This design comes from an exercise in tuning for small area and a short achievable clock period on the open sky130 flow, not from production work. In this exercise RTL edits were held to simulation tests only and were not proved equivalent to the original. The clock port is modelled as an ideal driver; clocking choices that lean on that would not hold on a real chip. Power figures rest on the tool's default switching activity, not on a simulated workload.

Setup of old:
==> flow/design.v (excerpt) <==
module sdp_ram_be #(
    parameter int DATA_WIDTH   = 32,
    parameter int ADDR_WIDTH   = 6,
    parameter int DEPTH        = 2**ADDR_WIDTH,
    parameter int READ_LATENCY = 2,
    parameter int RDW_MODE     = 1
) (
    input  wire logic                    clk,
    input  wire logic                    rst,
    input  wire logic                    wr_en,
    input  wire logic [ADDR_WIDTH-1:0]   wr_addr,
    input  wire logic [DATA_WIDTH-1:0]   wr_data,
    input  wire logic [DATA_WIDTH/8-1:0] wr_be,
    input  wire logic                    rd_en,
    input  wire logic [ADDR_WIDTH-1:0]   rd_addr,
    output logic      [DATA_WIDTH-1:0]   rd_data,
    output logic                         rd_valid,
    output logic                         init_busy
);
    localparam int c_num_bytes = DATA_WIDTH / 8;
    logic [5:0] cnt_q;
    logic       init_busy_q;
    always_ff @(posedge clk) begin
        if (rst) begin
            cnt_q       <= '0;
            init_busy_q <= 1'b1;
        end else if (init_busy_q) begin
            cnt_q <= cnt_q + 6'd1;
            if (&cnt_q) init_busy_q <= 1'b0;
        end
    end
    logic                   wr_accept;
    logic [DATA_WIDTH-1:0]  wdata;
  ...
Size: ~3600 cells after synthesis, about 86 I/O pins, ~0.075 mm2 of cells after synthesis.
clock: 4.0 ns
lec_check: 0
cap_margin: 20
core_margin: 2
core_utilization: 72
cts_cluster_diameter: 120
cts_cluster_size: 30
slew_margin: 20
synth_hierarchical: 1
synth_minimum_keep_size: 0
tns_end_percent: 0
standard.sh (not shown) runs the stock make flow with config.mk's settings and CLKGATE_MAP_FILE= SYNTH_SCRIPT=/design/flow/synth_recipe.tcl, a recipe that flattens the netlist after the stock synthesis.
==> flow/flow/run.sh <==
#!/bin/bash
# Standard ORFS layout, run in three parts so that the setup margin is only
# asked of timing repair once the clock tree exists (from CTS on). Port
# buffers are plain buffers, and sizing may change a cell's footprint. At the
# end of CTS, flow/post_cts.tcl runs one more setup repair pass. Each part's
# output goes to its own log file here.
set -eo pipefail
cd "$(dirname "$0")/.."
K="MATCH_CELL_FOOTPRINT=0"
M="SETUP_SLACK_MARGIN=${SETUP_MARGIN:-2.0}"
bash standard.sh $K "BUFFER_PORTS_ARGS=-buffer_cell sky130_fd_sc_hd__buf_2" synth floorplan place > flow_place.log 2>&1
bash standard.sh $K $M "POST_CTS_TCL=$PWD/flow/post_cts.tcl" cts > flow_cts.log 2>&1
bash standard.sh $K $M finish > flow_finish.log 2>&1
==> flow/flow/post_cts.tcl <==
# Hook run by ORFS at the end of CTS (POST_CTS_TCL): one more setup repair
# pass, which picks up after the one CTS ran, then legalize the placement.
estimate_parasitics -placement
repair_timing -setup -setup_margin 2.1 -repair_tns 0 -max_passes 10000 -verbose
detailed_placement
check_placement -verbose
estimate_parasitics -placement
report_worst_slack
Modified inputs, new compared to old
--- a/flow/flow/run.sh
+++ b/flow/flow/run.sh
@@ -4,3 +4 @@
-# buffers are plain buffers, and sizing may change a cell's footprint. At the
-# end of CTS, flow/post_cts.tcl runs one more setup repair pass. Each part's
-# output goes to its own log file here.
+# buffers are plain buffers, and sizing may change a cell's footprint.
@@ -12 +10 @@
-bash standard.sh $K $M "POST_CTS_TCL=$PWD/flow/post_cts.tcl" cts > flow_cts.log 2>&1
+bash standard.sh $K $M cts > flow_cts.log 2>&1
removed: flow/flow/post_cts.tcl
Findings:
- Compared with old, new shows a post-route clock period utilization that is 0.67 points higher.
- Run comparison: new worst setup path endpoint u_rd_pipe.o_data[15]; old worst setup path endpoint u_rd_pipe.o_data[24]
- Status: total number of vias parity (new, old)
- On flip-flop and latch share of the layout cell area, old tracks new almost exactly.
- new: post-layout utilization of the core 0.17 points below old
- | ratio of routed vias to standard cells | new vs old | ≈ equal |


The RTL this note starts from:
==> flow/design.v <==
`default_nettype none
package sdp_ram_pkg;
    typedef enum logic {
        INIT = 1'b0,
        RUN  = 1'b1
    } ram_state_e;
    localparam int RDW_OLD = 0;
    localparam int RDW_NEW = 1;
    function automatic logic [7:0] byte_merge(input logic [7:0] old_byte,
                                              input logic [7:0] new_byte,
                                              input logic       be);
        byte_merge = be ? new_byte : old_byte;
    endfunction
endpackage
`default_nettype wire
`default_nettype none
module sdp_ram_rd_pipe #(
    parameter int DATA_WIDTH = 32,
    parameter int DEPTH      = 64
) (
    input  wire logic                        clk,
    input  wire logic                        rst,
    input  wire logic                        i_valid,
    input  wire logic [DEPTH-1:0]            i_sel,
    input  wire logic [DEPTH*DATA_WIDTH-1:0] i_words,
    output logic                             o_valid,
    output logic [DATA_WIDTH-1:0]            o_data
);
    localparam int c_n3 = DEPTH / 3;   
    logic                  hold;
    logic [DATA_WIDTH-1:0] data_d;
    assign hold = !i_valid;
    for (genvar i = 0; i < DATA_WIDTH; i++) begin : g_bit
        logic [21:0] l1_n;   
        logic [5:0]  l2;     
        logic [1:0]  l3_n;   
        for (genvar k = 0; k < c_n3; k++) begin : g_l1
            sdp_gate_aoi222 u_g (
                .a1 (i_sel[3*k]),   .a2 (i_words[(3*k)*DATA_WIDTH + i]),
                .b1 (i_sel[3*k+1]), .b2 (i_words[(3*k+1)*DATA_WIDTH + i]),
                .c1 (i_sel[3*k+2]), .c2 (i_words[(3*k+2)*DATA_WIDTH + i]),
                .y  (l1_n[k])
            );
        end
        sdp_gate_aoi22 u_l1_last (
            .a1 (i_sel[DEPTH-1]), .a2 (i_words[(DEPTH-1)*DATA_WIDTH + i]),
            .b1 (hold),           .b2 (o_data[i]),
            .y  (l1_n[21])
        );
        sdp_gate_nand4 u_l2_0 (.a(l1_n[0]),  .b(l1_n[1]),  .c(l1_n[2]),  .d(l1_n[3]),  .y(l2[0]));
        sdp_gate_nand4 u_l2_1 (.a(l1_n[4]),  .b(l1_n[5]),  .c(l1_n[6]),  .d(l1_n[7]),  .y(l2[1]));
        sdp_gate_nand4 u_l2_2 (.a(l1_n[8]),  .b(l1_n[9]),  .c(l1_n[10]), .d(l1_n[11]), .y(l2[2]));
        sdp_gate_nand4 u_l2_3 (.a(l1_n[12]), .b(l1_n[13]), .c(l1_n[14]), .d(l1_n[15]), .y(l2[3]));
        sdp_gate_nand3 u_l2_4 (.a(l1_n[16]), .b(l1_n[17]), .c(l1_n[18]), .y(l2[4]));
        sdp_gate_nand3 u_l2_5 (.a(l1_n[19]), .b(l1_n[20]), .c(l1_n[21]), .y(l2[5]));
        sdp_gate_nor3 u_l3_0 (.a(l2[0]), .b(l2[1]), .c(l2[2]), .y(l3_n[0]));
        sdp_gate_nor3 u_l3_1 (.a(l2[3]), .b(l2[4]), .c(l2[5]), .y(l3_n[1]));
        sdp_gate_aoi21 u_l4 (.a1(l3_n[0]), .a2(l3_n[1]), .b1(rst), .y(data_d[i]));
    end
    always_ff @(posedge clk) begin
        o_valid <= i_valid && !rst;
        o_data  <= data_d;
    end
endmodule
module sdp_gate_aoi222 (
    input  wire logic a1, a2, b1, b2, c1, c2,
    output logic      y
);
    assign y = !((a1 && a2) || (b1 && b2) || (c1 && c2));
endmodule
module sdp_gate_aoi22 (
    input  wire logic a1, a2, b1, b2,
    output logic      y
);
    assign y = !((a1 && a2) || (b1 && b2));
endmodule
module sdp_gate_aoi21 (
    input  wire logic a1, a2, b1,
    output logic      y
);
    assign y = !((a1 && a2) || b1);
endmodule
module sdp_gate_nand4 (
    input  wire logic a, b, c, d,
    output logic      y
);
    assign y = !(a && b && c && d);
endmodule
module sdp_gate_nand3 (
    input  wire logic a, b, c,
    output logic      y
);
    assign y = !(a && b && c);
endmodule
module sdp_gate_nand2 (
    input  wire logic a, b,
    output logic      y
);
    assign y = !(a && b);
endmodule
module sdp_gate_nor3 (
    input  wire logic a, b, c,
    output logic      y
);
    assign y = !(a || b || c);
endmodule
module sdp_gate_nor2 (
    input  wire logic a, b,
    output logic      y
);
    assign y = !(a || b);
endmodule
`default_nettype wire
`default_nettype none
module sdp_ram_be #(
    parameter int DATA_WIDTH   = 32,
    parameter int ADDR_WIDTH   = 6,
    parameter int DEPTH        = 2**ADDR_WIDTH,
    parameter int READ_LATENCY = 2,
    parameter int RDW_MODE     = 1
) (
    input  wire logic                    clk,
    input  wire logic                    rst,
    input  wire logic                    wr_en,
    input  wire logic [ADDR_WIDTH-1:0]   wr_addr,
    input  wire logic [DATA_WIDTH-1:0]   wr_data,
    input  wire logic [DATA_WIDTH/8-1:0] wr_be,
    input  wire logic                    rd_en,
    input  wire logic [ADDR_WIDTH-1:0]   rd_addr,
    output logic      [DATA_WIDTH-1:0]   rd_data,
    output logic                         rd_valid,
    output logic                         init_busy
);
    localparam int c_num_bytes = DATA_WIDTH / 8;
    logic [5:0] cnt_q;
    logic       init_busy_q;
    always_ff @(posedge clk) begin
        if (rst) begin
            cnt_q       <= '0;
            init_busy_q <= 1'b1;
        end else if (init_busy_q) begin
            cnt_q <= cnt_q + 6'd1;
            if (&cnt_q) init_busy_q <= 1'b0;
        end
    end
    logic                   wr_accept;
    logic [DATA_WIDTH-1:0]  wdata;
    logic [7:0]             wa_lo, wa_hi;
    logic [c_num_bytes-1:0] be_n;
    assign wr_accept = wr_en && !init_busy_q;
    assign wdata     = rst ? '0 : wr_data;
    for (genvar b = 0; b < c_num_bytes; b++) begin : g_be
        assign be_n[b] = !(rst || wr_be[b]);
    end
    for (genvar i = 0; i < 8; i++) begin : g_wdec
        assign wa_lo[i] = rst || (wr_addr[2:0] == 3'(i));
        assign wa_hi[i] = rst || (wr_accept && wr_addr[5:3] == 3'(i));
    end
    logic             rd_accept;
    logic [7:0]       ra_lo_n, ra_hi_n;
    logic [DEPTH-1:0] rsel_d, rsel_q;
    logic             rv_q;
    assign rd_accept = !rst && !init_busy_q && rd_en;
    for (genvar i = 0; i < 8; i++) begin : g_rdec
        assign ra_lo_n[i] = !(rd_addr[2:0] == 3'(i));
        assign ra_hi_n[i] = !(rd_accept && rd_addr[5:3] == 3'(i));
    end
    for (genvar w = 0; w < DEPTH; w++) begin : g_rsel
        sdp_gate_nor2 u_rsel (.a(ra_hi_n[w / 8]), .b(ra_lo_n[w % 8]), .y(rsel_d[w]));
    end
    always_ff @(posedge clk) begin
        rsel_q <= rsel_d;
        rv_q   <= rd_accept;
    end
    logic [DATA_WIDTH-1:0]       mem_q [DEPTH];
    logic [DEPTH*DATA_WIDTH-1:0] mem_flat;
    for (genvar w = 0; w < DEPTH; w++) begin : g_word
        logic wsel_n;
        sdp_gate_nand2 u_wsel (.a(wa_hi[w / 8]), .b(wa_lo[w % 8]), .y(wsel_n));
        for (genvar b = 0; b < c_num_bytes; b++) begin : g_byte
            logic we;
            sdp_gate_nor2 u_we (.a(wsel_n), .b(be_n[b]), .y(we));
            always_ff @(posedge clk) begin
                if (we) mem_q[w][8*b +: 8] <= wdata[8*b +: 8];
            end
        end
        assign mem_flat[w*DATA_WIDTH +: DATA_WIDTH] = mem_q[w];
    end
    sdp_ram_rd_pipe #(
        .DATA_WIDTH (DATA_WIDTH),
        .DEPTH      (DEPTH)
    ) u_rd_pipe (
        .clk     (clk),
        .rst     (rst),
        .i_valid (rv_q),
        .i_sel   (rsel_q),
        .i_words (mem_flat),
        .o_valid (rd_valid),
        .o_data  (rd_data)
    );
    assign init_busy = init_busy_q;
endmodule
`default_nettype wire
Settings: LEC_CHECK=0, CAP_MARGIN=20, CORE_MARGIN=2, CORE_UTILIZATION=72, CTS_CLUSTER_DIAMETER=120, CTS_CLUSTER_SIZE=30, SLEW_MARGIN=20, SYNTH_HIERARCHICAL=1, SYNTH_MINIMUM_KEEP_SIZE=0, TNS_END_PERCENT=0; clock period 4.0 ns.
==> flow/flow/run.sh <==
#!/bin/bash
# Standard ORFS layout, run in three parts so that the setup margin is only
# asked of timing repair once the clock tree exists (from CTS on). Port
# buffers are plain buffers, and sizing may change a cell's footprint.
set -eo pipefail
cd "$(dirname "$0")/.."
K="MATCH_CELL_FOOTPRINT=0"
M="SETUP_SLACK_MARGIN=${SETUP_MARGIN:-2.0}"
bash standard.sh $K "BUFFER_PORTS_ARGS=-buffer_cell sky130_fd_sc_hd__buf_2" synth floorplan place > flow_place.log 2>&1
bash standard.sh $K $M cts > flow_cts.log 2>&1
bash standard.sh $K $M finish > flow_finish.log 2>&1
The starting point completed with no timing, DRC or antenna violations.
Edit:
- CORE_UTILIZATION: 72 -> 65
Outcome:
- The changed run completed with no timing, DRC or antenna violations
- power hardly moves
- clock skew fell by 0.0060 ns
- synthesized area stays the same
- via count falls by 2.2%
- cell area hardly moves
- global-route usage went down by 3.4 points
- register-to-register slack gets better by 0.03 ns
- clock-buffer cell count drops by 2
- non-clock buffer count grows by 16

-- static timing again, ports no longer ideal --
How much do the figures lean on ideal ports? The routed layouts below were timed once more, with nothing changed but the port constraints. Step 1 assumes that a clkbuf_16 drives the clock port and a buf_2 every other input. Step 2 adds t to the input delays and takes it off the output delays; t is the mean of the earliest and latest rising clock arrival at the registers after step 1. Input paths then give back, and output paths get back, about the clock's delay inside the block. Slacks: ideal / step 1 / step 2; pairs: ideal / step 1.
run | t, ns | setup slack, ns | hold slack, ns | worst setup path at the end | latest minus earliest clock arrival (ns)
old | 0.766 | 1.779 / 1.779 / 1.093 | 0.388 / 0.339 / 0.495 | input to register | 0.029 / 0.028
new | 0.764 | 1.752 / 1.752 / 1.011 | 0.400 / 0.351 / 0.493 | input to register | 0.028 / 0.028
the first run of note 2 | 0.782 | 1.721 / 1.721 / 1.037 | 0.382 / 0.323 / 0.492 | input to register | 0.040 / 0.039
the second run of note 2 | 0.766 | 1.753 / 1.753 / 1.045 | 0.395 / 0.346 / 0.498 | input to register | 0.027 / 0.027
After both steps every run listed still meets setup and hold. The setup slack of new, which loses most, moves by 0.000 ns with the drivers and by -0.741 ns with both steps.
